This design comes from an exercise in tuning for small area on the open sky130 flow, not from production work.
At most, simulation tests tie the RTL to the original design; equivalence was not proved.
Only the layout flow was run in runs 5 to 7; the RTL was not checked for function there.
No activity file was given, so power comes from the tool's default toggle rates.

## flow/design.v

```verilog
package range_gen_pkg;
  localparam int W      = 16;         
  localparam int RAD_W  = 2 * W;      
  localparam int REM_W  = W + 1;      
  localparam int TOTAL_LAT = 80;      
endpackage
import range_gen_pkg::*;
module isqrt_seq (
  input  logic          clk,
  input  logic          clr,
  input  logic [1:0]    pair,
  input  logic [W-1:0]  q,
  output logic          bit_o
);
  logic [REM_W-1:0] rem_q;
  logic [REM_W+1:0] rem_sh;
  logic [REM_W+2:0] diff;
  logic [REM_W-1:0] rem_d;
  logic [REM_W+1:0] sub;
  logic [REM_W+2:0] bw;
  always_comb begin
    rem_sh = {rem_q, pair};
    sub    = {1'b0, q, 2'b01};
    bw[0]  = 1'b0;
    for (int k = 0; k < REM_W + 2; k++) begin
      diff[k]  = rem_sh[k] ^ sub[k] ^ bw[k];
      bw[k+1]  = (~rem_sh[k] & sub[k]) | (~rem_sh[k] & bw[k]) | (sub[k] & bw[k]);
    end
    diff[REM_W+2] = bw[REM_W+2];
    bit_o  = ~bw[REM_W+2];
    rem_d  = bit_o ? diff[REM_W-1:0] : rem_sh[REM_W-1:0];
  end
  always_ff @(posedge clk) begin
    rem_q <= clr ? '0 : rem_d;
  end
endmodule
import range_gen_pkg::*;
module range_gen_2d (
  input  logic         clk,
  input  logic         reset,
  input  logic         start,
  input  logic [W-1:0] x_tag,
  input  logic [W-1:0] y_tag,
  input  logic [W-1:0] x0,
  input  logic [W-1:0] x1,
  input  logic [W-1:0] x2,
  input  logic [W-1:0] x3,
  input  logic [W-1:0] y0,
  input  logic [W-1:0] y1,
  input  logic [W-1:0] y2,
  input  logic [W-1:0] y3,
  output logic         busy,
  output logic         done,
  output logic [W-1:0] r0,
  output logic [W-1:0] r1,
  output logic [W-1:0] r2,
  output logic [W-1:0] r3,
  output logic [3:0]   ovf
);
  logic       busy_q, done_q;
  logic [6:0] cnt_q;             
  logic [3:0] step;
  logic [2:0] win;
  logic       accept, idle, first, last, fin;
  logic [63:0] xr_q, yr_q;       
  logic [15:0] tx_q, ty_q;       
  logic [32:0] q_q;              
  logic        sx_q, sy_q;       
  logic        cx_q, cy_q;       
  logic        bx_q, by_q;       
  logic [3:0]  ovf_sh;           
  logic [3:0][W-1:0] r_q;
  logic [3:0]  ovf_q;
  assign step   = cnt_q[3:0];
  assign win    = cnt_q[6:4];
  assign accept = start & ~busy_q;
  assign idle   = ~busy_q;           
  assign first  = (step == 4'd0);
  assign last   = (step == 4'd15);
  assign fin    = busy_q & (cnt_q == 7'd79);    
  logic [15:0] mask;
  always_comb begin
    for (int k = 0; k < 16; k++) mask[k] = ({28'b0, step} + k) >= 16;
  end
  function automatic logic maj(input logic a, input logic b, input logic c);
    maj = (a & b) | (a & c) | (b & c);
  endfunction
  logic bx, by, cx, cy, dxb, dyb, bx_n, by_n, cx_n, cy_n;
  assign bx   = first ? 1'b0 : bx_q;
  assign by   = first ? 1'b0 : by_q;
  assign cx   = first ? 1'b0 : cx_q;
  assign cy   = first ? 1'b0 : cy_q;
  assign dxb  = tx_q[0] ^ xr_q[0] ^ bx;
  assign dyb  = ty_q[0] ^ yr_q[0] ^ by;
  assign bx_n = maj(~(tx_q[0] ^ sx_q), xr_q[0] ^ sx_q, bx);
  assign by_n = maj(~(ty_q[0] ^ sy_q), yr_q[0] ^ sy_q, by);
  assign cx_n = maj(~tx_q[0], xr_q[16], cx);
  assign cy_n = maj(~ty_q[0], yr_q[16], cy);
  logic sx0, sy0, dxb0, dyb0;
  logic [16:0] ltx, lty;           
  always_comb begin
    ltx[0] = 1'b0;
    lty[0] = 1'b0;
    for (int k = 0; k < 16; k++) begin
      ltx[k+1] = maj(~x_tag[k], x0[k], ltx[k]);
      lty[k+1] = maj(~y_tag[k], y0[k], lty[k]);
    end
  end
  assign sx0  = ltx[16];
  assign sy0  = lty[16];
  assign dxb0 = x_tag[0] ^ x0[0];
  assign dyb0 = y_tag[0] ^ y0[0];
  logic [15:0] px, py;
  logic [31:16] ax, ay, cs_s, cs_c;
  logic [32:0] sum;
  assign px = xr_q[63:48] & mask;
  assign py = yr_q[63:48] & mask;
  assign ax = {px[15], ~px[15], px[14:1]} & {16{dxb}};
  assign ay = {py[15], ~py[15], py[14:1]} & {16{dyb}};
  logic [31:16] qa;
  assign qa = {1'b0, q_q[32:18]};
  always_comb begin
    for (int k = 16; k < 32; k++) begin
      cs_s[k] = qa[k] ^ ax[k] ^ ay[k];
      cs_c[k] = maj(qa[k], ax[k], ay[k]);
    end
  end
  logic [32:17] ca;
  always_comb begin
    sum[15:0] = q_q[17:2];
    sum[16]   = cs_s[16];
    ca[17]    = 1'b0;
    for (int k = 17; k < 32; k++) begin
      sum[k]  = cs_s[k] ^ cs_c[k-1] ^ ca[k];
      ca[k+1] = maj(cs_s[k], cs_c[k-1], ca[k]);
    end
    sum[32] = cs_c[31] ^ ca[32];
  end
  logic [32:0] q_d;
  always_comb begin
    if (last) begin
      q_d[32] = 1'b0;
      for (int p = 0; p < 16; p++) q_d[2*p +: 2] = sum[30 - 2*p +: 2];
    end else begin
      q_d = sum;
    end
    if (idle) q_d[32:30] = {1'b0, dxb0 & dyb0, dxb0 ^ dyb0};
  end
  logic [15:0] qroot;
  logic        rbit, rb;
  always_comb begin
    for (int m = 0; m < 16; m++) qroot[m] = xr_q[47 - m] & mask[15 - m];
  end
  isqrt_seq u_isqrt (
    .clk   (clk),
    .clr   (last),
    .pair  (q_q[1:0]),
    .q     (qroot),
    .bit_o (rbit)
  );
  assign rb = rbit | ovf_sh[0];
  logic [63:0] xr_n, yr_n;
  always_comb begin
    xr_n     = {dxb, xr_q[63:1]};
    if (win == 3'd4) xr_n[63] = xr_q[0];
    if (win != 3'd0) xr_n[47] = rb;
    yr_n     = {dyb, yr_q[63:1]};
  end
  logic [7:0] cinc;
  always_comb begin
    cinc[0] = 1'b1;
    for (int k = 0; k < 7; k++) cinc[k+1] = cinc[k] & cnt_q[k];
  end
  always_ff @(posedge clk) begin
    cnt_q <= idle ? 7'd1 : (cnt_q ^ cinc[6:0]);
    if (idle) begin
      xr_q <= {dxb0, x3, x2, x1, x0[15:1]};
      yr_q <= {dyb0, y3, y2, y1, y0[15:1]};
      tx_q <= {x_tag[0], x_tag[15:1]};
      ty_q <= {y_tag[0], y_tag[15:1]};
      sx_q <= sx0;
      sy_q <= sy0;
      bx_q <= ~(x_tag[0] ^ sx0) & (x0[0] ^ sx0);
      by_q <= ~(y_tag[0] ^ sy0) & (y0[0] ^ sy0);
      cx_q <= ~x_tag[0] & x1[0];
      cy_q <= ~y_tag[0] & y1[0];
    end else begin
      xr_q <= xr_n;
      yr_q <= yr_n;
      tx_q <= {tx_q[0], tx_q[15:1]};
      ty_q <= {ty_q[0], ty_q[15:1]};
      bx_q <= bx_n;
      by_q <= by_n;
      cx_q <= cx_n;
      cy_q <= cy_n;
      if (last) begin
        sx_q <= cx_n;
        sy_q <= cy_n;
      end
    end
    q_q  <= q_d;
    if (last) ovf_sh <= {ovf_sh[2:0], sum[32]};
  end
  always_ff @(posedge clk or negedge reset) begin
    if (!reset) begin
      busy_q <= 1'b0;
      done_q <= 1'b0;
      r_q    <= '0;
      ovf_q  <= '0;
    end else begin
      done_q <= fin;
      if (accept)   busy_q <= 1'b1;
      else if (fin) busy_q <= 1'b0;
      if (fin) begin
        for (int m = 0; m < 16; m++) begin
          r_q[0][m] <= xr_n[63 - m];
          r_q[1][m] <= xr_n[15 - m];
          r_q[2][m] <= xr_n[31 - m];
          r_q[3][m] <= xr_n[47 - m];
        end
        ovf_q <= {ovf_sh[0], ovf_sh[1], ovf_sh[2], ovf_sh[3]};
      end
    end
  end
  assign busy = busy_q;
  assign done = done_q;
  assign r0   = r_q[0];
  assign r1   = r_q[1];
  assign r2   = r_q[2];
  assign r3   = r_q[3];
  assign ovf  = ovf_q;
endmodule
```

## flow/flow/run.sh

```bash
#!/bin/bash
# Standard layout with three changes to how it is made:
#  - synthesis maps logic with an area-oriented ABC script (flow/abc_area.script)
#    in place of ORFS's speed script; everything else in synthesis is unchanged;
#  - ports are buffered with the smallest buffer (buf_1);
#  - the clock tree uses small buffers and no dummy loads.
set -euo pipefail
here=$(pwd)
rm -rf "$here/scripts_local"
cp -r "$FLOW_HOME/scripts" "$here/scripts_local"
cp "$here/flow/abc_area.script" "$here/scripts_local/abc_speed.script"
export SCRIPTS_DIR="$here/scripts_local"
export BUFFER_PORTS_ARGS="-buffer_cell sky130_fd_sc_hd__buf_1"
export CTS_ARGS="-sink_clustering_enable -repair_clock_nets -buf_list sky130_fd_sc_hd__clkbuf_4 -sink_clustering_size 10 -sink_clustering_max_diameter 40 -dont_use_dummy_load"
bash standard.sh > standard.log 2>&1
```

## flow/flow/abc_area.script

```
strash
dc2
dch
amap
```

## flow/config.mk

```make
export PLATFORM = sky130hd
export DESIGN_NAME = range_gen_2d
export DESIGN_NICKNAME = range_gen_2d
export VERILOG_FILES = /design/flow/design.v
export SDC_FILE = /design/flow/constraint.sdc
export NUM_CORES = 4
export LEC_CHECK = 0
export CAP_MARGIN = 20
export CORE_MARGIN = 2
export CORE_UTILIZATION = 40
export SLEW_MARGIN = 20
```

## flow/standard.sh

```bash
#!/bin/bash
# synth_recipe.tcl (not shown) runs the flow's synth.tcl, then flattens the netlist and writes it again
# the make line also repeats each setting of config.mk as NAME=value (left out here)
make -C /OpenROAD-flow-scripts/flow DESIGN_CONFIG=/design/flow/config.mk WORK_HOME=/design/flow/orfs CLKGATE_MAP_FILE= SYNTH_SCRIPT=/design/flow/synth_recipe.tcl "${@:-finish}"
```

## flow/constraint.sdc

```tcl
create_clock -name core_clock -period 13.0 [get_ports {clk}]
set_input_delay 2.6000 -clock core_clock [delete_from_list [all_inputs] [get_ports {clk}]]
set_output_delay 2.6000 -clock core_clock [all_outputs]
set_load 0.01 [all_outputs]
```

==> impl_metrics.csv, run 1 <==
group,metric,value,unit
global_route,grt_pass1_wl,42600,um
clocking,cts_made_buffers,40,
placed_design,gp_congestion,0.797,
placed_design,pre_cts_ws,4.21,ns
clocking,cts.clk_slew.worst_paths,0.11,ns
setup_path,cp-end-kind,"register",
global_route,grt_overflow,0,
route,vias,8523,
layout,fin_nets,1475,
timing,skew,0.0619,ns
timing,setup_ws,4.18,ns
setup_path,ff2ff_path_depth,21,
setup_path,critical_path_buf_inv_count,2,
setup_path,cp_max_fo,19,
synth,synth_flop_cell,"dfxtp_1",
timing,finalSetupViolCount,0,
synth,synth-edff-count,8,
route,wl,27100,um
synth,synth_most_common_cell,"dfxtp_1",
timing,finalSetupTns,0,ns
setup_path,cpMostUsedCell,"fa_1",
setup_path,cp-start-kind,"register",
timing,finalCriticalPeriod,8.82,ns
synth,synth.avg_cell_area,11.6,um^2
clocking,clock_path_buffers,3,
timing,timing.final.crit_share,0.678,
route,drc,0,
floorplanning,die_x,172,um
power,power.density,276,nW/um^2
route,wl_per_cell,16.6,um
synth,synth_top_area_share,0.390,
setup_path,timing.rr.start,"cnt_q[3]",
placed_design,placed_cell_area,12700,um^2
setup_path,worst_path_max_delay_cell,"clkinv_1",
global_route,grt_usage,0.183,
clocking,post_cts_resized,0,
clocking,cts_hold_buf,0,
setup_path,r2r_slack,4.18,ns
synth,synthTopCellsByCount,"dfxtp_1 (219), o22a_1 (200), clkinv_1 (117), nor2_1 (80), dfrtp_1 (70)",
layout,areaGrowthSynthToFinish,15.8,%
timing,slew_viol_final,0,
clocking,cts_tree,"yes",
setup_path,rr_endpoint,"u_isqrt.rem_q[16]",
floorplanning,die_h,172,um
synth,syn-num-nets,1190,
worst_hold_path,holdPathEnd,"r_q[15]",
layout,drive_gt1_frac,0.0447,
clocking,htreeDepth,2,
placed_design,post-dp-hpwl,18300,um
route,viasPerCell,5.22,
floorplanning,initial_utilization,0.406,
synth,synth_cell_types,32,
floorplanning,die-area,29500,um^2
worst_hold_path,worstHoldStart,"xr_q[49]",
timing,hold_viol,0,
worst_hold_path,hold_class,"register to register",
clocking,insertion_delay,0.66,ns
timing,relSlewSlack,0.291,
setup_path,criticalPathCategory,"register to register",
setup_path,crit_chain,"nor2_1 > clkinv_1 > o21a_1 > fa_1 > fa_1 > fa_1 > fa_1 > fa_1 > fa_1 > fa_1 > fa_1 > fa_1 > fa_1 > fa_1 > fa_1 > fa_1 > fa_1 > fa_1 > nand2_1 > clkinv_1 > a221oi_1",
synth,yosysTopAreaCell,"dfxtp_1",
floorplanning,core_area,27700,um^2
route,drtPass1Iterations,6,
route,ant_nets,0,
setup_path,path_delay_family,"adder cells",
setup_path,crit_required,13.52,ns
synth,synth_area_leaders,"dfxtp_1 (39%), dfrtp_1 (16%), o22a_1 (16%)",
power,ir_worst_vdd,0.0000957,V
synth,ys_ff_latch,297,
floorplanning,io_pins,233,
route,drt-initial-drc-count,369,
synth,netlist_instances,970,
synth,yosys_warnings,2,
global_route,grt_pass1_vias,8345,
worst_hold_path,min_path_cells,2,
layout,stdcell_area,13000,um^2
clocking,cts_sinks,297,
flow_run,cap_violations,0,
clocking,postCtsSetupBuffers,0,
timing,worst_slew_pin_slew,1.06,ns
clocking,clock-root-buffer,"clkbuf_4",
global_route,grt_max_degree,108,
power,leakage,5.00,nW
placed_design,portBuffers,232,
global_route,antenna_found_initial,2,
synth,synth_seq_area_share,0.567,
timing,grt_setup_unrepaired,"false",
setup_path,cp.arrival,9.33,ns
status,outcome,"timing/DRC/antenna clean",
synth,synth_area,11200,um^2
synth,async_flop_share,0.236,
setup_path,max_stage_delay,0.61,ns
floorplanning,row_count,61,
timing,max_freq,113,MHz
==> area by class of cell <==
| class | instances | area, um^2 |
|---|---|---|
| well taps | 378 | 473 |
| flip-flops and latches | 297 | 6380 |
| diodes | 2 | 5.00 |
| fillers | 2698 | 14700 |
| inverters | 117 | 444 |
| repair buffers | 243 | 977 |
| multi-input cells | 556 | 4430 |
| clock buffers | 40 | 300 |
==> power breakdown <==
group	internal, mW	total (mW)	leakage, nW	switching (mW)
Sequential	1.39	1.63	2.82	0.235
Combinational	0.756	1.53	1.99	0.771
Clock	0.142	0.432	0.184	0.289
Total	2.29	3.59	5.00	1.30
==> flip-flops by register name, indices dropped and copies added (netlist names) <==
signal	flops
cnt_q	7
cx_q	1
yr_q	64
done_q	1
cy_q	1
q_q	33
ovf_q	4
ovf_sh	4
xr_q	64
sy_q	1
by_q	1
bx_q	1
r_q	64
u_isqrt.rem_q	17
ty_q	16
sx_q	1
busy_q	1
tx_q	16
==> how the worst max path moves through the flow <==
| stage | from | end | slack (ns) | depth (start not counted) |
|---|---|---|---|---|
| floorplan | cnt_q[1] | q_q[31] | 4.06 | 26 |
| global placement | cnt_q[3] | u_isqrt.rem_q[13] | 4.43 | 21 |
| detailed placement | cnt_q[3] | q_q[31] | 4.21 | 31 |
| global route | cnt_q[3] | u_isqrt.rem_q[16] | 3.71 | 21 |
| finish | cnt_q[3] | u_isqrt.rem_q[16] | 4.18 | 21 |
| CTS | cnt_q[3] | u_isqrt.rem_q[16] | 4.22 | 21 |
==> metal layers <==
layer	vias to the layer above	GRT usage	wire length, um
li1	4107	-	-
met3	43	0.0474	1750
met4	0	0.0534	559
met5	-	0	0
met1	4153	0.230	11900
met2	220	0.309	12900
==> metrics by stage <==
stage,power [mW],hold WS (ns),cells,util
3_5_place_dp,3.19,0.405,1590,0.458
6_report,3.59,0.398,1633,0.470
3_3_place_gp,3.15,0.396,1590,0.458
5_1_grt,3.91,0.434,1633,0.470
2_1_floorplan,2.74,0.387,970,-
4_1_cts,3.64,0.401,1630,0.468
==> logic make-up after synthesis <==
family	after synthesis	synth area share
compound gates	343	0.237
buf+inv	117	0.0391
fa+ha+maj	57	0.0929
simple gates	156	0.0639
flops	297	0.567
==> tightest hold or removal path: stages, from the launching register on <==
cell and delay (ns):
dfxtp_1 0.30, clkinv_1 0.06, a21oi_1 0.06
==> layout by cell type, fill, tap and decap left out, types with 5 or more instances in the layout <==
cell        n
o221ai_1    6
nor3_1      5
clkinv_1  115
edfxtp_1    8
dfxtp_1   219
a21oi_1    61
dfrtp_1    69
o22a_1    200
nand3b_1   10
buf_4      10
nand2_1    22
nand3_1     7
o21ai_0    18
clkbuf_4   41
a22oi_1     8
a221oi_1   19
fa_1       44
o22ai_1     5
buf_1     231
nor2_1     79
nor2b_1    20
ha_1       13
==> run 2, diff against run 1 <==
--- a/flow/flow/run.sh
+++ b/flow/flow/run.sh
@@ -12,4 +12,4 @@
 export SCRIPTS_DIR="$here/scripts_local"
 export BUFFER_PORTS_ARGS="-buffer_cell sky130_fd_sc_hd__buf_1"
-export CTS_ARGS="-sink_clustering_enable -repair_clock_nets -buf_list sky130_fd_sc_hd__clkbuf_4 -sink_clustering_size 10 -sink_clustering_max_diameter 40 -dont_use_dummy_load"
+export CTS_ARGS="-sink_clustering_enable -repair_clock_nets -buf_list sky130_fd_sc_hd__clkbuf_8 -sink_clustering_size 16 -sink_clustering_max_diameter 50 -dont_use_dummy_load"
 bash standard.sh > standard.log 2>&1
==> impl_metrics.csv, run 2 <==
group,metric,value,unit
worst_hold_path,hold_class,"register to register",
floorplanning,io_pins,233,
global_route,grt_max_degree,108,
route,drtPass1Iterations,5,
power,ir_worst_vdd,0.000113,V
route,drt-initial-drc-count,438,
synth,synth_seq_area_share,0.567,
setup_path,critical_path_buf_inv_count,2,
floorplanning,core_area,27700,um^2
route,wl_per_cell,16.6,um
layout,num_antenna_cells,0,
floorplanning,die-area,29500,um^2
placed_design,portBuffers,232,
synth,synth_flop_cell,"dfxtp_1",
layout,layout.cells.non_filler,1625,
clocking,cts_hold_buf,0,
layout,areaGrowthSynthToFinish,17.2,%
floorplanning,die_x,172,um
clocking,cts.clk_slew.worst_paths,0.08,ns
status,outcome,"timing/DRC/antenna clean",
setup_path,criticalPathCategory,"register to register",
clocking,cts_sinks,297,
synth,ys_ff_latch,297,
power,leakage,5.06,nW
layout,most-common-layout-cells,"buf_1 (231), dfxtp_1 (219), o22a_1 (200), clkinv_1 (115), nor2_1 (79)",
synth,syn-num-nets,1190,
route,vias,8480,
setup_path,cpMostUsedCell,"fa_1",
global_route,grt_pass1_wl,42700,um
setup_path,crit_required,13.41,ns
flow_run,cap_violations,0,
synth,async_flop_share,0.236,
setup_path,cp-end-kind,"register",
clocking,clock-root-buffer,"clkbuf_8",
synth,yosysTopAreaCell,"dfxtp_1",
clocking,clock_path_buffers,3,
synth,synth_top_area_share,0.390,
floorplanning,initial_utilization,0.406,
timing,holdWs,0.421,ns
layout,stdcell_area,13200,um^2
clocking,htreeDepth,2,
power,power,3.69,mW
synth,synth_most_common_cell,"dfxtp_1",
layout,reg_top3,"r_q (64), xr_q (64), yr_q (64)",
timing,finalSetupViolCount,0,
floorplanning,die_h,172,um
route,ant_nets,0,
global_route,antenna_found_initial,0,
synth,synth_area_leaders,"dfxtp_1 (39%), dfrtp_1 (16%), o22a_1 (16%)",
route,wl,27000,um
timing,finalSetupTns,0,ns
power,power.density,280,nW/um^2
setup_path,cp-start-kind,"register",
floorplanning,row_count,61,
placed_design,post-dp-hpwl,18300,um
global_route,grt_pass1_vias,8327,
timing,skew,0.0407,ns
setup_path,path_delay_family,"adder cells",
placed_design,gp_congestion,0.797,
setup_path,cp_max_fo,19,
synth,synth.avg_cell_area,11.6,um^2
synth,synthTopCellsByCount,"dfxtp_1 (219), o22a_1 (200), clkinv_1 (117), nor2_1 (80), dfrtp_1 (70)",
timing,relSlewSlack,0.290,
clocking,cts_tree,"yes",
synth,yosys_warnings,2,
placed_design,dp_cells,1590,
timing,hold_viol,0,
timing,timing.final.crit_share,0.678,
layout,final_common_cell,"buf_1",
timing,max_freq,113,MHz
route,viasPerCell,5.22,
setup_path,cp.arrival,9.23,ns
timing,grt_setup_unrepaired,"false",
setup_path,max_stage_delay,0.62,ns
synth,synth_cell_types,32,
placed_design,placed_cell_area,12700,um^2
setup_path,crit_chain,"nor2_1 > clkinv_1 > o21a_1 > fa_1 > fa_1 > fa_1 > fa_1 > fa_1 > fa_1 > fa_1 > fa_1 > fa_1 > fa_1 > fa_1 > fa_1 > fa_1 > fa_1 > fa_1 > nand2_1 > clkinv_1 > a221oi_1",
timing,slew_viol_final,0,
clocking,cts_made_buffers,34,
clocking,insertion_delay,0.53,ns
global_route,grt_overflow,0,
global_route,grt_usage,0.183,
clocking,postCtsSetupBuffers,0,
layout,nFillCells,2670,
layout,fin_nets,1469,
timing,worst_slew_pin_slew,1.06,ns
setup_path,worst_path_max_delay_cell,"clkinv_1",
synth,netlist_instances,970,
synth,synth-edff-count,8,
synth,synth_area,11200,um^2
clocking,post_cts_resized,0,
route,drc,0,
timing,finalCriticalPeriod,8.81,ns
layout,drive_gt1_frac,0.0401,
[run 2: cell count changes in the layout (fill, tap and decap cells not counted), sizes merged]
cell / before / now
clkbuf: 41 / 35
diode: 2 / 0
[run 2: logic make-up after synthesis]
group	count (synthesis)	share of synthesized area
AOI/OAI and AO/OA	343	0.237
DFF	297	0.567
and+or+nand+nor	156	0.0639
buffers and inverters	117	0.0391
adders and majority gates	57	0.0929
[run 2: through the flow]
| stage | utilization | setup WS, ns |
|---|---|---|
| 3_5_place_dp | 0.458 | 4.21 |
| 6_report | 0.475 | 4.19 |
| 2_1_floorplan | - | 4.06 |
| 3_3_place_gp | 0.458 | 4.43 |
| 4_1_cts | 0.474 | 4.23 |
| 5_1_grt | 0.475 | 3.74 |
[run 2: power by group]
part / internal [mW] / switching [mW] / leakage, nW
Clock: 0.234 / 0.297 / 0.244
Sequential: 1.39 / 0.235 / 2.82
Combinational: 0.757 / 0.774 / 1.99
[run 2: area by class of cell]
cell class | count | area, um^2 | area share
clock buffers | 34 | 468 | 0.0355
repair buffers | 243 | 977 | 0.0742
multi-input cells | 556 | 4430 | 0.336
well taps | 378 | 473 | 0.0359
inverters | 117 | 444 | 0.0337
flip-flops and latches | 297 | 6380 | 0.484
[run 2: path summary, 6_finish.rpt]
check                               from  slack [ns]          endpoint  cells after the start
worst max-delay path            cnt_q[3]        4.19  u_isqrt.rem_q[1]                     21
worst min-delay path            cnt_q[0]        0.42          cnt_q[0]                      1
worst max register to register  cnt_q[3]        4.19  u_isqrt.rem_q[1]                     21
worst min register to register  cnt_q[0]        0.42          cnt_q[0]                      1
max in group asynchronous          reset       10.31            r_q[3]                      3
min in group asynchronous          reset        2.08           r_q[36]                      2
[run 2: metal layers]
layer	global-route usage	share of wire	vias up
met5	0	0	-
met1	0.231	0.44	4153
met3	0.0430	0.060	43
met4	0.0527	0.021	0
li1	-	-	4080
met2	0.312	0.48	204
==> run 3, diff against run 2 <==
--- a/flow/flow/run.sh
+++ b/flow/flow/run.sh
@@ -12,4 +12,4 @@
 export SCRIPTS_DIR="$here/scripts_local"
 export BUFFER_PORTS_ARGS="-buffer_cell sky130_fd_sc_hd__buf_1"
-export CTS_ARGS="-sink_clustering_enable -repair_clock_nets -buf_list sky130_fd_sc_hd__clkbuf_8 -sink_clustering_size 16 -sink_clustering_max_diameter 50 -dont_use_dummy_load"
+export CTS_ARGS="-sink_clustering_enable -repair_clock_nets -buf_list {sky130_fd_sc_hd__clkbuf_4 sky130_fd_sc_hd__clkbuf_8} -sink_clustering_size 12 -sink_clustering_max_diameter 45 -dont_use_dummy_load"
 bash standard.sh > standard.log 2>&1
==> impl_metrics.csv, run 3 <==
group,metric,value,unit
route,vias,8431,
timing,hold_viol,0,
timing,skew,0.0596,ns
setup_path,cp-end-kind,"register",
route,wl,27100,um
power,ir_worst_vdd,0.000112,V
clocking,htreeDepth,2,
setup_path,cp-startpoint,"cnt_q[3]",
route,wl_per_cell,16.6,um
synth,synthTopCellsByCount,"dfxtp_1 (219), o22a_1 (200), clkinv_1 (117), nor2_1 (80), dfrtp_1 (70)",
clocking,cts_made_buffers,37,
route,ant_nets,0,
floorplanning,die-area,29500,um^2
synth,synth_area,11200,um^2
synth,synth_top_area_share,0.390,
clocking,post_cts_resized,0,
floorplanning,initial_utilization,0.406,
power,power_frac_seq,0.439,
worst_hold_path,hold_class,"register to register",
synth,synth_most_common_cell,"dfxtp_1",
setup_path,timing.rr.start,"cnt_q[3]",
layout,most-common-layout-cells,"buf_1 (231), dfxtp_1 (219), o22a_1 (200), clkinv_1 (115), nor2_1 (79)",
route,viasPerCell,5.18,
power,p_sw,1.31,mW
power,leakage,5.08,nW
layout,drive_gt1_frac,0.0424,
setup_path,cp_max_fo,19,
timing,setup_ws,4.22,ns
setup_path,criticalPathCategory,"register to register",
clocking,cts_hold_buf,0,
setup_path,ff2ff_path_depth,21,
global_route,grt_pass1_wl,42700,um
synth,yosysTopAreaCell,"dfxtp_1",
placed_design,gp_congestion,0.797,
status,outcome,"timing/DRC/antenna clean",
synth,synth_cell_types,32,
clocking,cts_tree,"yes",
layout,areaGrowthSynthToFinish,17.6,%
layout,nFillCells,2680,
synth,synth-edff-count,8,
setup_path,cp-start-kind,"register",
power,swShare,0.352,
floorplanning,die_x,172,um
timing,slew_viol_final,0,
setup_path,r2r_slack,4.22,ns
placed_design,pre_cts_ws,4.21,ns
synth,synth_seq_area_share,0.567,
placed_design,post-dp-hpwl,18300,um
layout,final_common_cell,"buf_1",
timing,finalCriticalPeriod,8.78,ns
setup_path,cp.arrival,9.19,ns
clocking,clock-root-buffer,"clkbuf_8",
synth,syn-num-nets,1190,
timing,grt_setup_unrepaired,"false",
placed_design,portBuffers,232,
timing,relSlewSlack,0.287,
clocking,cts.clk_slew.worst_paths,0.08,ns
timing,worst_slew_pin_slew,1.07,ns
global_route,grt_usage,0.184,
setup_path,endpoint,"u_isqrt.rem_q[12]",
timing,finalSetupViolCount,0,
synth,netlist_instances,970,
power,power.density,281,nW/um^2
clocking,cts_sinks,297,
timing,timing.final.crit_share,0.676,
power,clockPowerShare,0.149,
clocking,clock_path_buffers,3,
layout,fin_nets,1472,
power,p_int,2.40,mW
route,drc,0,
timing,finalSetupTns,0,ns
floorplanning,row_count,61,
synth,async_flop_share,0.236,
flow_run,cap_violations,0,
floorplanning,die_h,172,um
floorplanning,core_area,27700,um^2
layout,num_antenna_cells,0,
global_route,grt_overflow,0,
clocking,postCtsSetupBuffers,0,
route,drtPass1Iterations,5,
global_route,grt_max_degree,108,
setup_path,rr_endpoint,"u_isqrt.rem_q[12]",
clocking,insertion_delay,0.54,ns
synth,synth.avg_cell_area,11.6,um^2
setup_path,crit_required,13.41,ns
global_route,antenna_found_initial,0,
floorplanning,io_pins,233,
route,drt-initial-drc-count,415,
timing,max_freq,114,MHz
power,power,3.71,mW
synth,yosys_warnings,2,
synth,synth_area_leaders,"dfxtp_1 (39%), dfrtp_1 (16%), o22a_1 (16%)",
synth,ys_ff_latch,297,
power,comb_power_share,0.412,
global_route,grt_pass1_vias,8312,
synth,synth_flop_cell,"dfxtp_1",
layout,reg_top3,"r_q (64), xr_q (64), yr_q (64)",
## run 3: final cells by class
class	instances	area, um^2	share of cell area
tap	378	473	0.0358
inverter	117	444	0.0336
clock buffer	37	509	0.0385
sequential	297	6380	0.483
multi-input combinational	556	4430	0.335
timing repair buffer	243	977	0.0740
## run 3: how the worst min path moves through the flow
stage | start | to | slack (ns) | cells after the start
CTS | tx_q[8] | tx_q[7] | 0.41 | 1
finish | tx_q[8] | tx_q[7] | 0.41 | 1
global placement | cnt_q[0] | cnt_q[0] | 0.40 | 1
floorplan | cnt_q[0] | cnt_q[0] | 0.39 | 1
detailed placement | cnt_q[0] | cnt_q[0] | 0.41 | 1
global route | tx_q[13] | tx_q[12] | 0.43 | 1
## run 3: layer usage
layer	vias to the layer above	global-route usage	wire [um]
met4	0	0.0446	406
met1	4116	0.231	11800
met2	203	0.314	13100
li1	4081	-	-
met5	-	0	0
met3	31	0.0488	1750
## run 3: worst max-delay path, stage by stage (launching register included)
cell and delay (ns):
dfxtp_1 0.45, nor2_1 0.24, clkinv_1 0.26, o21a_1 0.26, fa_1 0.42, fa_1 0.40, fa_1 0.39, fa_1 0.41
fa_1 0.40, fa_1 0.40, fa_1 0.40, fa_1 0.40, fa_1 0.39, fa_1 0.41, fa_1 0.40, fa_1 0.39
fa_1 0.39, fa_1 0.38, fa_1 0.36, nand2_1 0.49, clkinv_1 0.61, a221oi_1 0.43
## run 3: metrics by stage
step | instances | hold slack (ns) | util | instance area [um^2]
3_3_place_gp | 1590 | 0.396 | 0.458 | 12700
2_1_floorplan | 970 | 0.387 | - | 11200
5_1_grt | 1628 | 0.433 | 0.477 | 13200
6_report | 1628 | 0.410 | 0.477 | 13200
4_1_cts | 1627 | 0.413 | 0.476 | 13200
3_5_place_dp | 1590 | 0.405 | 0.458 | 12700
## run 3: power groups by stage
| stage | Sequential, mW | Clock, mW | Combinational, mW |
|---|---|---|---|
| 2_1_floorplan | 1.62 | 0 | 1.12 |
| 3_3_place_gp | 1.65 | 0 | 1.50 |
| 3_5_place_dp | 1.65 | 0 | 1.54 |
| 4_1_cts | 1.63 | 0.577 | 1.55 |
| 5_1_grt | 1.68 | 0.616 | 1.75 |
| 6_report | 1.63 | 0.553 | 1.53 |
## run 3: cells by family after synthesis
logic type | after synthesis | synth area share
compound gates | 343 | 0.237
fa+ha+maj | 57 | 0.0929
buf+inv | 117 | 0.0391
simple gates | 156 | 0.0639
flops | 297 | 0.567
==> run 4, diff against run 3 <==
--- a/flow/flow/run.sh
+++ b/flow/flow/run.sh
@@ -12,4 +12,4 @@
 export SCRIPTS_DIR="$here/scripts_local"
 export BUFFER_PORTS_ARGS="-buffer_cell sky130_fd_sc_hd__buf_1"
-export CTS_ARGS="-sink_clustering_enable -repair_clock_nets -buf_list {sky130_fd_sc_hd__clkbuf_4 sky130_fd_sc_hd__clkbuf_8} -sink_clustering_size 12 -sink_clustering_max_diameter 45 -dont_use_dummy_load"
+export CTS_ARGS="-sink_clustering_enable -repair_clock_nets -buf_list sky130_fd_sc_hd__clkbuf_4 -sink_clustering_size 8 -sink_clustering_max_diameter 35 -dont_use_dummy_load"
 bash standard.sh > standard.log 2>&1
==> impl_metrics.csv, run 4 <==
group,metric,value,unit
worst_hold_path,holdPathEnd,"yr_q[45]",
floorplanning,die_h,172,um
timing,holdWs,0.405,ns
setup_path,rr_endpoint,"u_isqrt.rem_q[8]",
synth,syn-num-nets,1190,
clocking,cts_hold_buf,0,
route,drt-initial-drc-count,388,
clocking,clock-root-buffer,"clkbuf_4",
setup_path,max_stage_delay,0.61,ns
timing,finalCriticalPeriod,8.82,ns
floorplanning,io_pins,233,
layout,most-common-layout-cells,"buf_1 (231), dfxtp_1 (219), o22a_1 (200), clkinv_1 (115), nor2_1 (79)",
floorplanning,row_count,61,
route,vias,8523,
layout,drive_gt1_frac,0.0523,
floorplanning,initial_utilization,0.406,
placed_design,gp_congestion,0.797,
power,power.density,277,nW/um^2
clocking,cts_tree,"yes",
clocking,cts_made_buffers,50,
placed_design,portBuffers,232,
layout,reg_top3,"r_q (64), xr_q (64), yr_q (64)",
synth,synth_most_common_cell,"dfxtp_1",
timing,timing.final.crit_share,0.679,
route,viasPerCell,5.19,
floorplanning,die_x,172,um
worst_hold_path,min_path_cells,1,
setup_path,worst_path_max_delay_cell,"clkinv_1",
setup_path,timing.rr.start,"cnt_q[3]",
setup_path,cpMostUsedCell,"fa_1",
synth,synth_cell_types,32,
power,leakage,5.04,nW
global_route,antenna_found_initial,1,
floorplanning,die-area,29500,um^2
layout,regArea,6380,um^2
global_route,grt_pass1_wl,42800,um
setup_path,criticalPathCategory,"register to register",
timing,hold_viol,0,
route,drc,0,
timing,finalSetupTns,0,ns
global_route,grt_usage,0.184,
clocking,cts.clk_slew.worst_paths,0.08,ns
setup_path,cp-startpoint,"cnt_q[3]",
placed_design,post-dp-hpwl,18300,um
setup_path,crit_required,13.52,ns
route,drtPass1Iterations,5,
global_route,grt_pass1_vias,8404,
layout,nFillCells,2689,
status,outcome,"timing/DRC/antenna clean",
power,ir_worst_vdd,0.0000956,V
route,wl,27100,um
synth,synth_seq_area_share,0.567,
clocking,clock_path_buffers,3,
synth,synth.avg_cell_area,11.6,um^2
setup_path,critical_path_buf_inv_count,2,
synth,yosysTopAreaCell,"dfxtp_1",
synth,async_flop_share,0.236,
timing,worst_slew_pin_slew,1.07,ns
clocking,post_cts_resized,0,
layout,multi_input_area,4430,um^2
layout,areaGrowthSynthToFinish,16.4,%
route,ant_nets,0,
synth,netlist_instances,970,
setup_path,cp-end-kind,"register",
synth,ys_ff_latch,297,
route,wl_per_cell,16.5,um
setup_path,ff2ff_path_depth,21,
synth,synth_area,11200,um^2
worst_hold_path,worstHoldStart,"yr_q[46]",
setup_path,crit_chain,"nor2_1 > clkinv_1 > o21a_1 > fa_1 > fa_1 > fa_1 > fa_1 > fa_1 > fa_1 > fa_1 > fa_1 > fa_1 > fa_1 > fa_1 > fa_1 > fa_1 > fa_1 > fa_1 > nand2_1 > clkinv_1 > a221oi_1",
clocking,htreeDepth,2,
synth,synth-edff-count,8,
layout,fin_nets,1485,
global_route,grt_overflow,0,
synth,synth_flop_cell,"dfxtp_1",
synth,synth_top_area_share,0.390,
layout,final_common_cell,"buf_1",
clocking,insertion_delay,0.65,ns
setup_path,cp_max_fo,19,
timing,max_freq,113,MHz
synth,synthTopCellsByCount,"dfxtp_1 (219), o22a_1 (200), clkinv_1 (117), nor2_1 (80), dfrtp_1 (70)",
timing,relSlewSlack,0.287,
setup_path,path_delay_family,"adder cells",
clocking,cts_sinks,297,
setup_path,r2r_slack,4.18,ns
timing,finalSetupViolCount,0,
setup_path,cp.arrival,9.34,ns
synth,synth_area_leaders,"dfxtp_1 (39%), dfrtp_1 (16%), o22a_1 (16%)",
worst_hold_path,hold_class,"register to register",
global_route,grt_max_degree,108,
clocking,postCtsSetupBuffers,0,
floorplanning,core_area,27700,um^2
timing,grt_setup_unrepaired,"false",
synth,yosys_warnings,2,
timing,skew,0.0661,ns
setup_path,cp-start-kind,"register",
timing,slew_viol_final,0,
flow_run,cap_violations,0,
-- run 4: cell type report --
cell class                 instances  share of cell area
tap                              378              0.0362
multi-input combinational        556               0.339
inverter                         117              0.0340
clock buffer                      50              0.0287
sequential                       297               0.488
antenna                            1            0.000191
timing repair buffer             243              0.0747
-- run 4: worst max path at each step --
stage,end,slack [ns],depth (start not counted)
global route,u_isqrt.rem_q[6],3.75,21
global placement,u_isqrt.rem_q[13],4.43,21
CTS,u_isqrt.rem_q[8],4.23,21
floorplan,q_q[31],4.06,26
finish,u_isqrt.rem_q[8],4.18,21
detailed placement,q_q[31],4.21,31
-- run 4: logic make-up (layout without fill, tap and decap cells) --
group           Yosys count  after routing  synth area share
compound gates          343            343             0.237
simple gates            156            156            0.0639
fa+ha+maj                57             57            0.0929
buf+inv                 117            410            0.0391
other cells               0              1                 0
flops                   297            297             0.567
-- run 4: through the flow --
| stage | util | area [um^2] | setup WS [ns] | std cells | power (mW) |
|---|---|---|---|---|---|
| final | 0.472 | 13100 | 4.18 | 1642 | 3.63 |
| after global routing | 0.472 | 13100 | 3.75 | 1642 | 3.96 |
| after CTS | 0.471 | 13100 | 4.23 | 1640 | 3.68 |
| after detailed placement | 0.458 | 12700 | 4.21 | 1590 | 3.19 |
| after global placement | 0.458 | 12700 | 4.43 | 1590 | 3.15 |
| after floorplan | - | 11200 | 4.06 | 970 | 2.74 |
-- run 4: where the power goes --
| part | switching, mW | total [mW] | internal [mW] |
|---|---|---|---|
| logic | 0.773 | 1.53 | 0.756 |
| registers | 0.236 | 1.63 | 1.39 |
| clock network | 0.294 | 0.469 | 0.176 |
-- run 4: worst reg2reg max path: stages, from the launching register on --
cell and delay, ns:
dfxtp_1 0.46, nor2_1 0.25, clkinv_1 0.26, o21a_1 0.26, fa_1 0.42, fa_1 0.40, fa_1 0.39, fa_1 0.41
fa_1 0.40, fa_1 0.40, fa_1 0.40, fa_1 0.40, fa_1 0.39, fa_1 0.41, fa_1 0.40, fa_1 0.39
fa_1 0.39, fa_1 0.38, fa_1 0.36, nand2_1 0.50, clkinv_1 0.61, a221oi_1 0.43
-- run 4: layer usage --
metal | vias to the layer above | track usage | routed length [um]
li1 | 4126 | - | -
met1 | 4132 | 0.228 | 11900
met2 | 221 | 0.313 | 12900
met3 | 44 | 0.0513 | 1770
met4 | 0 | 0.0512 | 504
met5 | - | 0 | 0
==> run 5, diff against run 4 <==
--- a/flow/design.v
+++ b/flow/design.v
@@ -17,16 +17,16 @@
   logic [REM_W+2:0] diff;
   logic [REM_W-1:0] rem_d;
-  logic [REM_W+1:0] sub;
-  logic [REM_W+2:0] bw;
+  logic [REM_W+1:0] nsub;
+  logic [REM_W+2:0] cy;
   always_comb begin
     rem_sh = {rem_q, pair};
-    sub    = {1'b0, q, 2'b01};
-    bw[0]  = 1'b0;
+    nsub   = ~{1'b0, q, 2'b01};
+    cy[0]  = 1'b1;
     for (int k = 0; k < REM_W + 2; k++) begin
-      diff[k]  = rem_sh[k] ^ sub[k] ^ bw[k];
-      bw[k+1]  = (~rem_sh[k] & sub[k]) | (~rem_sh[k] & bw[k]) | (sub[k] & bw[k]);
-    end
-    diff[REM_W+2] = bw[REM_W+2];
-    bit_o  = ~bw[REM_W+2];
+      diff[k]  = rem_sh[k] ^ nsub[k] ^ cy[k];
+      cy[k+1]  = (rem_sh[k] & nsub[k]) | (rem_sh[k] & cy[k]) | (nsub[k] & cy[k]);
+    end
+    diff[REM_W+2] = ~cy[REM_W+2];
+    bit_o  = cy[REM_W+2];
     rem_d  = bit_o ? diff[REM_W-1:0] : rem_sh[REM_W-1:0];
   end
==> impl_metrics.csv, run 5 <==
group,metric,value,unit
route,wl,27100,um
timing,finalSetupViolCount,0,
layout,final_common_cell,"buf_1",
floorplanning,core_area,27700,um^2
worst_hold_path,min_path_cells,1,
setup_path,worst_path_max_delay_cell,"dfxtp_1",
synth,synth.avg_cell_area,11.5,um^2
route,drt-initial-drc-count,353,
placed_design,pre_cts_ws,4.23,ns
clocking,cts.clk_slew.worst_paths,0.09,ns
setup_path,cp_max_fo,17,
timing,timing.final.crit_share,0.668,
route,drc,0,
timing,holdWs,0.401,ns
global_route,grt_pass1_vias,8357,
synth,synth_most_common_cell,"dfxtp_1",
clocking,cts_sinks,297,
placed_design,gp_congestion,0.826,
global_route,grt_max_degree,99,
timing,slew_viol_final,0,
power,ir_worst_vdd,0.000100,V
synth,async_flop_share,0.236,
global_route,grt_usage,0.182,
route,drtPass1Iterations,7,
worst_hold_path,hold_class,"register to register",
synth,synth_area,11300,um^2
floorplanning,row_count,61,
clocking,cts_tree,"yes",
synth,syn-num-nets,1197,
timing,setup_ws,4.32,ns
layout,reg_top3,"r_q (64), xr_q (64), yr_q (64)",
synth,yosysTopAreaCell,"dfxtp_1",
synth,netlist_instances,977,
setup_path,cp-start-kind,"register",
power,leakage,5.05,nW
setup_path,rr_endpoint,"q_q[31]",
layout,most-common-layout-cells,"buf_1 (231), dfxtp_1 (219), o22a_1 (196), clkinv_1 (119), nor2_1 (84)",
timing,max_freq,115,MHz
timing,finalCriticalPeriod,8.68,ns
synth,synth-edff-count,8,
global_route,antenna_found_initial,1,
clocking,clock_path_buffers,3,
setup_path,timing.rr.start,"cnt_q[3]",
setup_path,max_stage_delay,0.63,ns
power,power.density,279,nW/um^2
synth,ys_ff_latch,297,
placed_design,placed_cell_area,12700,um^2
clocking,htreeDepth,2,
timing,worst_slew_pin_slew,0.987,ns
worst_hold_path,worstHoldStart,"yr_q[48]",
synth,synthTopCellsByCount,"dfxtp_1 (219), o22a_1 (196), clkinv_1 (121), nor2_1 (85), dfrtp_1 (70)",
clocking,postCtsSetupBuffers,0,
timing,grt_setup_unrepaired,"false",
clocking,clock-root-buffer,"clkbuf_4",
placed_design,portBuffers,232,
layout,stdcell_area,13100,um^2
setup_path,criticalPathCategory,"register to register",
setup_path,cp.arrival,9.26,ns
flow_run,cap_violations,0,
setup_path,r2r_slack,4.32,ns
synth,synth_seq_area_share,0.567,
setup_path,cp-end-kind,"register",
placed_design,dp_cells,1598,
worst_hold_path,holdPathEnd,"yr_q[47]",
route,viasPerCell,5.14,
timing,hold_viol,0,
status,outcome,"timing/DRC/antenna clean",
layout,layout.cells.non_filler,1653,
setup_path,cpMostUsedCell,"fa_1",
setup_path,crit_required,13.58,ns
layout,fin_nets,1496,
clocking,post_cts_resized,0,
synth,synth_area_leaders,"dfxtp_1 (39%), dfrtp_1 (16%), o22a_1 (15%)",
global_route,grt_pass1_wl,42600,um
synth,yosys_warnings,2,
synth,synth_top_area_share,0.390,
global_route,grt_overflow,0,
layout,drive_gt1_frac,0.0549,
synth,synth_flop_cell,"dfxtp_1",
floorplanning,die_x,172,um
route,vias,8495,
timing,relSlewSlack,0.342,
floorplanning,die-area,29500,um^2
layout,areaGrowthSynthToFinish,16.5,%
clocking,cts_made_buffers,54,
floorplanning,initial_utilization,0.406,
route,wl_per_cell,16.4,um
floorplanning,die_h,172,um
placed_design,post-dp-hpwl,18300,um
timing,finalSetupTns,0,ns
timing,skew,0.0629,ns
clocking,insertion_delay,0.68,ns
route,ant_nets,0,
clocking,cts_hold_buf,0,
synth,synth_cell_types,34,
setup_path,ff2ff_path_depth,30,
floorplanning,io_pins,233,
==> run 5: cell types whose count changed in the layout (fill, tap and decap cells not counted), sizes merged, moves of 3 or more <==
cell,delta
o221a,+3
o22a,-4
a21oi,+4
nor2b,-3
nor2,+5
clkbuf,+4
a221oi,-3
clkinv,+4
a22oi,-3
==> run 5: area by class of cell <==
type	count	area [um^2]
tap	378	473
clock buffer	54	405
multi-input combinational	559	4430
timing repair buffer	243	957
fill	2694	14600
inverter	121	459
antenna	1	2.50
sequential	297	6380
==> run 5: worst max path at each step <==
stage               depth (start not counted)  slack (ns)      end      from
floorplan                                  25        4.09  q_q[31]  cnt_q[1]
global placement                           29        4.47  q_q[31]  cnt_q[3]
detailed placement                         30        4.23  q_q[31]  cnt_q[3]
CTS                                        30        4.27  q_q[31]  cnt_q[3]
global route                               32        3.79  q_q[32]  cnt_q[3]
finish                                     30        4.32  q_q[31]  cnt_q[3]
==> run 5: metrics by stage <==
| step | util | total power, mW |
|---|---|---|
| 2_1_floorplan | - | 2.74 |
| 3_3_place_gp | 0.458 | 3.16 |
| 3_5_place_dp | 0.458 | 3.19 |
| 4_1_cts | 0.473 | 3.71 |
| 5_1_grt | 0.473 | 4.00 |
| 6_report | 0.473 | 3.65 |
==> run 5: worst max-delay path, delay by kind of cell, from the launching register on <==
kind                       cells  cell delay (ns)
AOI/OAI and AO/OA              2             0.40
adders and majority gates     16             5.75
buffers and inverters          7             0.75
DFF                            1             0.63
and+or+nand+nor                5             1.07
==> run 5: power breakdown <==
part | leakage (nW) | switching [mW] | internal (mW)
sequential | 2.82 | 0.233 | 1.39
combinational | 1.98 | 0.774 | 0.762
clock | 0.248 | 0.302 | 0.189
==> run 5: metal layers <==
layer  global-route usage  vias up  share of wire
met5                    0        -              0
met4               0.0652        0          0.027
met3               0.0437       67          0.060
met2                0.291      225           0.45
met1                0.241     4040           0.46
li1                     -     4163              -
==> run 5: cell families after synthesis <==
kind of cell / after synthesis / synth area share
flip-flops: 297 / 0.567
AO/OA/AOI/OAI: 342 / 0.235
AND/OR/NAND/NOR: 160 / 0.0648
adder cells (fa/ha/maj): 57 / 0.0927
buffers and inverters: 121 / 0.0404
==> run 6, diff against run 5 <==
--- a/flow/flow/run.sh
+++ b/flow/flow/run.sh
@@ -12,4 +12,4 @@
 export SCRIPTS_DIR="$here/scripts_local"
 export BUFFER_PORTS_ARGS="-buffer_cell sky130_fd_sc_hd__buf_1"
-export CTS_ARGS="-sink_clustering_enable -repair_clock_nets -buf_list sky130_fd_sc_hd__clkbuf_4 -sink_clustering_size 8 -sink_clustering_max_diameter 35 -dont_use_dummy_load"
+export CTS_ARGS="-sink_clustering_enable -repair_clock_nets -buf_list sky130_fd_sc_hd__clkbuf_4 -sink_clustering_size 9 -sink_clustering_max_diameter 30 -dont_use_dummy_load"
 bash standard.sh > standard.log 2>&1
==> impl_metrics.csv, run 6 <==
group,metric,value,unit
route,drtPass1Iterations,7,
synth,synth_flop_cell,"dfxtp_1",
setup_path,criticalPathCategory,"register to register",
power,p_sw,1.32,mW
synth,syn-num-nets,1197,
global_route,grt_max_degree,99,
floorplanning,initial_utilization,0.406,
global_route,grt_usage,0.184,
timing,grt_setup_unrepaired,"false",
power,p_int,2.40,mW
route,wl_per_cell,16.3,um
timing,skew,0.0811,ns
layout,drive_gt1_frac,0.0659,
synth,synth-edff-count,8,
route,ant_nets,0,
clocking,postCtsSetupBuffers,0,
clocking,post_cts_resized,0,
timing,finalSetupTns,0,ns
power,leakage,5.12,nW
synth,synth_seq_area_share,0.567,
synth,async_flop_share,0.236,
placed_design,pre_cts_ws,4.23,ns
power,clockPowerShare,0.150,
setup_path,cpMostUsedCell,"fa_1",
synth,synth_most_common_cell,"dfxtp_1",
setup_path,cp.arrival,9.19,ns
synth,synth_cell_types,34,
global_route,grt_pass1_vias,8526,
floorplanning,die_x,172,um
synth,synth_area,11300,um^2
clocking,cts_made_buffers,69,
power,power_frac_seq,0.438,
setup_path,max_stage_delay,0.61,ns
route,wl,27200,um
synth,synth_area_leaders,"dfxtp_1 (39%), dfrtp_1 (16%), o22a_1 (15%)",
synth,netlist_instances,977,
route,viasPerCell,5.14,
timing,holdWs,0.402,ns
worst_hold_path,hold_class,"register to register",
timing,relSlewSlack,0.333,
power,swShare,0.355,
floorplanning,core_area,27700,um^2
clocking,clock_path_buffers,3,
timing,max_freq,116,MHz
layout,final_common_cell,"buf_1",
floorplanning,io_pins,233,
placed_design,portBuffers,232,
route,vias,8576,
setup_path,cp-start-kind,"register",
global_route,grt_overflow,0,
timing,finalSetupViolCount,0,
synth,synth_top_area_share,0.390,
floorplanning,die_h,172,um
setup_path,r2r_slack,4.35,ns
timing,setup_ws,4.35,ns
clocking,insertion_delay,0.67,ns
status,outcome,"timing/DRC/antenna clean",
clocking,cts_sinks,297,
clocking,cts_tree,"yes",
clocking,cts_hold_buf,0,
synth,ys_ff_latch,297,
synth,yosys_warnings,2,
power,comb_power_share,0.413,
power,ir_worst_vdd,0.000102,V
route,drt-initial-drc-count,408,
layout,most-common-layout-cells,"buf_1 (231), dfxtp_1 (219), o22a_1 (196), clkinv_1 (119), nor2_1 (84)",
setup_path,cp_max_fo,17,
timing,finalCriticalPeriod,8.65,ns
clocking,htreeDepth,3,
timing,timing.final.crit_share,0.665,
synth,synthTopCellsByCount,"dfxtp_1 (219), o22a_1 (196), clkinv_1 (121), nor2_1 (85), dfrtp_1 (70)",
layout,reg_top3,"r_q (64), xr_q (64), yr_q (64)",
timing,worst_slew_pin_slew,1.00,ns
setup_path,cp-end-kind,"register",
global_route,grt_pass1_wl,42900,um
floorplanning,row_count,61,
synth,yosysTopAreaCell,"dfxtp_1",
floorplanning,die-area,29500,um^2
layout,areaGrowthSynthToFinish,17.5,%
placed_design,post-dp-hpwl,18300,um
synth,synth.avg_cell_area,11.5,um^2
timing,hold_viol,0,
timing,slew_viol_final,0,
clocking,cts.clk_slew.worst_paths,0.08,ns
route,drc,0,
layout,fin_nets,1511,
setup_path,crit_required,13.54,ns
clocking,clock-root-buffer,"clkbuf_4",
global_route,antenna_found_initial,1,
power,power.density,281,nW/um^2
flow_run,cap_violations,0,
placed_design,gp_congestion,0.826,
setup_path,worst_path_max_delay_cell,"dfxtp_1",
## run 6: cell count changes in the layout (fill, tap and decap cells not counted)
| cell | change |
|---|---|
| clkbuf_4 | +15 |
## run 6: stage by stage
| stage | instance area (um^2) | power, mW | std cells | utilization |
|---|---|---|---|---|
| 6_report | 13200 | 3.72 | 1668 | 0.477 |
| 5_1_grt | 13200 | 4.07 | 1668 | 0.477 |
| 4_1_cts | 13200 | 3.78 | 1667 | 0.477 |
| 3_5_place_dp | 12700 | 3.19 | 1598 | 0.458 |
| 3_3_place_gp | 12700 | 3.16 | 1598 | 0.458 |
| 2_1_floorplan | 11300 | 2.74 | 977 | - |
## run 6: metal layers
layer	track usage	share of wire	up-vias
met2	0.291	0.46	246
li1	-	-	4191
met3	0.0492	0.064	65
met5	0	0	-
met4	0.0755	0.028	0
met1	0.240	0.45	4074
## run 6: logic make-up after synthesis
family / synth area share
AND/OR/NAND/NOR: 0.0648
adder cells (fa/ha/maj): 0.0927
AO/OA/AOI/OAI: 0.235
buffers and inverters: 0.0404
flip-flops: 0.567
## run 6: power groups by stage
stage | Combinational, mW | Clock (mW) | Sequential, mW
6_report | 1.53 | 0.555 | 1.63
5_1_grt | 1.77 | 0.629 | 1.67
4_1_cts | 1.56 | 0.584 | 1.63
3_5_place_dp | 1.55 | 0 | 1.64
3_3_place_gp | 1.52 | 0 | 1.64
2_1_floorplan | 1.12 | 0 | 1.62
## run 6: final timing paths
kind                                from        to  cells past startpoint
worst max register to register  cnt_q[3]   q_q[31]                     30
min in group asynchronous          reset   r_q[22]                      2
worst min-delay path            yr_q[34]  yr_q[33]                      1
max in group asynchronous          reset    busy_q                      2
worst max-delay path            cnt_q[3]   q_q[31]                     30
worst min register to register  yr_q[34]  yr_q[33]                      1
## run 6: critical path: cells and delay by family, from the launching register on
kind                     cells  cell delay, ns
AO/OA/AOI/OAI                2            0.40
adder cells (fa/ha/maj)     16            5.74
buffers and inverters        7            0.76
flip-flops                   1            0.61
AND/OR/NAND/NOR              5            1.07
## run 6: layout make-up
cell class / instances / area, um^2
diodes: 1 / 2.50
clock buffers: 69 / 518
repair buffers: 243 / 957
multi-input cells: 559 / 4430
inverters: 121 / 459
fillers: 2700 / 14500
flip-flops and latches: 297 / 6380
well taps: 378 / 473
==> run 7, diff against run 6 <==
--- a/flow/flow/run.sh
+++ b/flow/flow/run.sh
@@ -12,4 +12,4 @@
 export SCRIPTS_DIR="$here/scripts_local"
 export BUFFER_PORTS_ARGS="-buffer_cell sky130_fd_sc_hd__buf_1"
-export CTS_ARGS="-sink_clustering_enable -repair_clock_nets -buf_list sky130_fd_sc_hd__clkbuf_4 -sink_clustering_size 9 -sink_clustering_max_diameter 30 -dont_use_dummy_load"
+export CTS_ARGS="-sink_clustering_enable -repair_clock_nets -buf_list sky130_fd_sc_hd__clkbuf_4 -sink_clustering_size 12 -sink_clustering_max_diameter 25 -dont_use_dummy_load"
 bash standard.sh > standard.log 2>&1
==> impl_metrics.csv, run 7 <==
group,metric,value,unit
timing,finalSetupViolCount,0,
synth,synth-edff-count,8,
timing,max_freq,115,MHz
timing,slew_viol_final,0,
layout,areaGrowthSynthToFinish,18.7,%
global_route,grt_pass1_wl,43000,um
placed_design,pre_cts_ws,4.23,ns
synth,synth_area_leaders,"dfxtp_1 (39%), dfrtp_1 (16%), o22a_1 (15%)",
synth,syn-num-nets,1197,
route,viasPerCell,5.14,
clocking,cts_made_buffers,87,
route,wl_per_cell,16.1,um
timing,timing.final.crit_share,0.671,
synth,synthTopCellsByCount,"dfxtp_1 (219), o22a_1 (196), clkinv_1 (121), nor2_1 (85), dfrtp_1 (70)",
floorplanning,die_x,172,um
synth,synth_cell_types,34,
placed_design,placed_cell_area,12700,um^2
layout,reg_top3,"r_q (64), xr_q (64), yr_q (64)",
timing,hold_viol,0,
global_route,grt_pass1_vias,8669,
placed_design,post-dp-hpwl,18300,um
floorplanning,io_pins,233,
timing,worst_slew_pin_slew,0.989,ns
floorplanning,die-area,29500,um^2
power,power.density,283,nW/um^2
placed_design,portBuffers,232,
setup_path,cp-end-kind,"register",
global_route,grt_busiest_layer,"met2",
route,wl,27100,um
route,drtPass1Iterations,5,
setup_path,max_stage_delay,0.62,ns
clocking,cts_tree,"yes",
global_route,grt_usage,0.184,
timing,grt_setup_unrepaired,"false",
clocking,htreeDepth,3,
worst_hold_path,hold_class,"register to register",
route,drc,0,
clocking,clock-root-buffer,"clkbuf_4",
setup_path,cpMostUsedCell,"fa_1",
setup_path,cp-start-kind,"register",
synth,synth_most_common_cell,"dfxtp_1",
timing,relSlewSlack,0.341,
synth,yosys_warnings,2,
global_route,antenna_found_initial,2,
setup_path,cp_max_fo,17,
floorplanning,core_area,27700,um^2
route,drt-initial-drc-count,381,
clocking,clock_path_buffers,3,
setup_path,worst_path_max_delay_cell,"dfxtp_1",
route,vias,8670,
timing,finalCriticalPeriod,8.72,ns
synth,netlist_instances,977,
power,ir_worst_vdd,0.0000910,V
clocking,cts_sinks,297,
synth,ys_ff_latch,297,
floorplanning,die_h,172,um
synth,yosysTopAreaCell,"dfxtp_1",
timing,holdWs,0.398,ns
clocking,cts.clk_slew.worst_paths,0.06,ns
global_route,grtUsageMet3,0.0564,
synth,synth.avg_cell_area,11.5,um^2
placed_design,gp_congestion,0.826,
synth,synth_seq_area_share,0.567,
power,leakage,5.20,nW
clocking,cts_hold_buf,0,
route,ant_nets,0,
global_route,grt.met1_usage,0.236,
status,outcome,"timing/DRC/antenna clean",
synth,synth_top_area_share,0.390,
synth,synth_area,11300,um^2
synth,async_flop_share,0.236,
power,power,3.79,mW
clocking,postCtsSetupBuffers,0,
global_route,grt_max_degree,99,
global_route,grt_overflow,0,
global_route,met2_usage,0.293,
clocking,insertion_delay,0.68,ns
setup_path,crit_required,13.50,ns
timing,skew,0.0700,ns
flow_run,cap_violations,0,
layout,most-common-layout-cells,"buf_1 (231), dfxtp_1 (219), o22a_1 (196), clkinv_1 (119), clkbuf_4 (88)",
clocking,post_cts_resized,0,
synth,synth_flop_cell,"dfxtp_1",
layout,drive_gt1_frac,0.0788,
setup_path,criticalPathCategory,"register to register",
floorplanning,initial_utilization,0.406,
timing,setup_ws,4.28,ns
layout,final_common_cell,"buf_1",
layout,stdcell_area,13400,um^2
layout,fin_nets,1529,
setup_path,cp.arrival,9.22,ns
timing,finalSetupTns,0,ns
floorplanning,row_count,61,
## run 7: cell counts after synthesis
Identical to the previous run, type by type.
## run 7: per-layer routing
layer  vias up  wire, um
li1       4237         -
met1      4123     12300
met2       259     12400
met3        51      1870
met4         0       561
met5         -         0
## run 7: cell families (layout without fill, tap and decap cells)
family | Yosys count | after routing | synth area share
other | 0 | 3 | 0
adders and majority gates | 57 | 57 | 0.0927
AOI/OAI and AO/OA | 342 | 342 | 0.235
DFF | 297 | 297 | 0.567
and+or+nand+nor | 160 | 160 | 0.0648
buffers and inverters | 121 | 451 | 0.0404
## run 7: worst paths after layout
check	from	to	slack, ns	cells past startpoint
worst max-delay path	cnt_q[3]	q_q[31]	4.28	30
worst min-delay path	yr_q[18]	yr_q[17]	0.40	1
worst max register to register	cnt_q[3]	q_q[31]	4.28	30
worst min register to register	yr_q[18]	yr_q[17]	0.40	1
max in group asynchronous	reset	busy_q	10.02	2
min in group asynchronous	reset	r_q[40]	2.18	2
## run 7: critical path, delay by kind of cell, from the launching register on
family                     cells  cell delay [ns]
adders and majority gates     16             5.75
AOI/OAI and AO/OA              2             0.40
DFF                            1             0.62
buffers and inverters          7             0.75
and+or+nand+nor                5             1.07
## run 7: report_power, final
part           internal (mW)  total (mW)  switching, mW
Combinational          0.761        1.53          0.773
Clock                  0.301       0.624          0.323
Sequential              1.40        1.63          0.232
## run 7: through the flow
| stage | util | instances |
|---|---|---|
| floorplan | - | 977 |
| global placement | 0.458 | 1598 |
| detailed placement | 0.458 | 1598 |
| CTS | 0.482 | 1685 |
| global route | 0.482 | 1687 |
| finish | 0.482 | 1688 |
## run 7: final cells by class
type                    instances  area (um^2)
diodes                          3         7.51
clock buffers                  87          653
fillers                      2707        14300
inverters                     121          459
multi-input cells             559         4430
flip-flops and latches        297         6380
well taps                     378          473
repair buffers                243          957

[what the ideal ports hide]
The flow's constraints put no driver on any port. The routed layouts listed below were extracted and timed again, unchanged, in two steps. Step 1 (the two cells are an assumption about what drives the block):
set clk [get_ports {clk}]
set_driving_cell -lib_cell sky130_fd_sc_hd__clkbuf_16 $clk
set_driving_cell -lib_cell sky130_fd_sc_hd__buf_2 [delete_from_list [all_inputs] $clk]
Step 2 adds t to the input delays and takes it off the output delays; t is the mean of the earliest and latest rising clock arrival at the registers after step 1. Input paths then give back, and output paths get back, about the clock's delay inside the block. a / b / c = no drivers / after step 1 / after step 2; a / b = the first two.
run	shift t [ns]	setup slack, ns	slew at the worst register clock pin (ns)	worst data-port slew with drivers (ns)
run 1	0.671	4.183 / 4.183 / 4.183	0.12 / 0.12	0.07
run 2	0.556	4.185 / 4.185 / 4.185	0.09 / 0.09	0.06
run 3	0.560	4.217 / 4.217 / 4.217	0.08 / 0.08	0.06
run 4	0.675	4.178 / 4.178 / 4.178	0.10 / 0.10	0.07
run 5	0.692	4.316 / 4.316 / 4.316	0.09 / 0.09	0.06
run 6	0.667	4.351 / 4.351 / 4.351	0.10 / 0.10	0.07
run 7	0.684	4.282 / 4.282 / 4.282	0.08 / 0.08	0.07
After both steps every run listed still meets setup and hold.
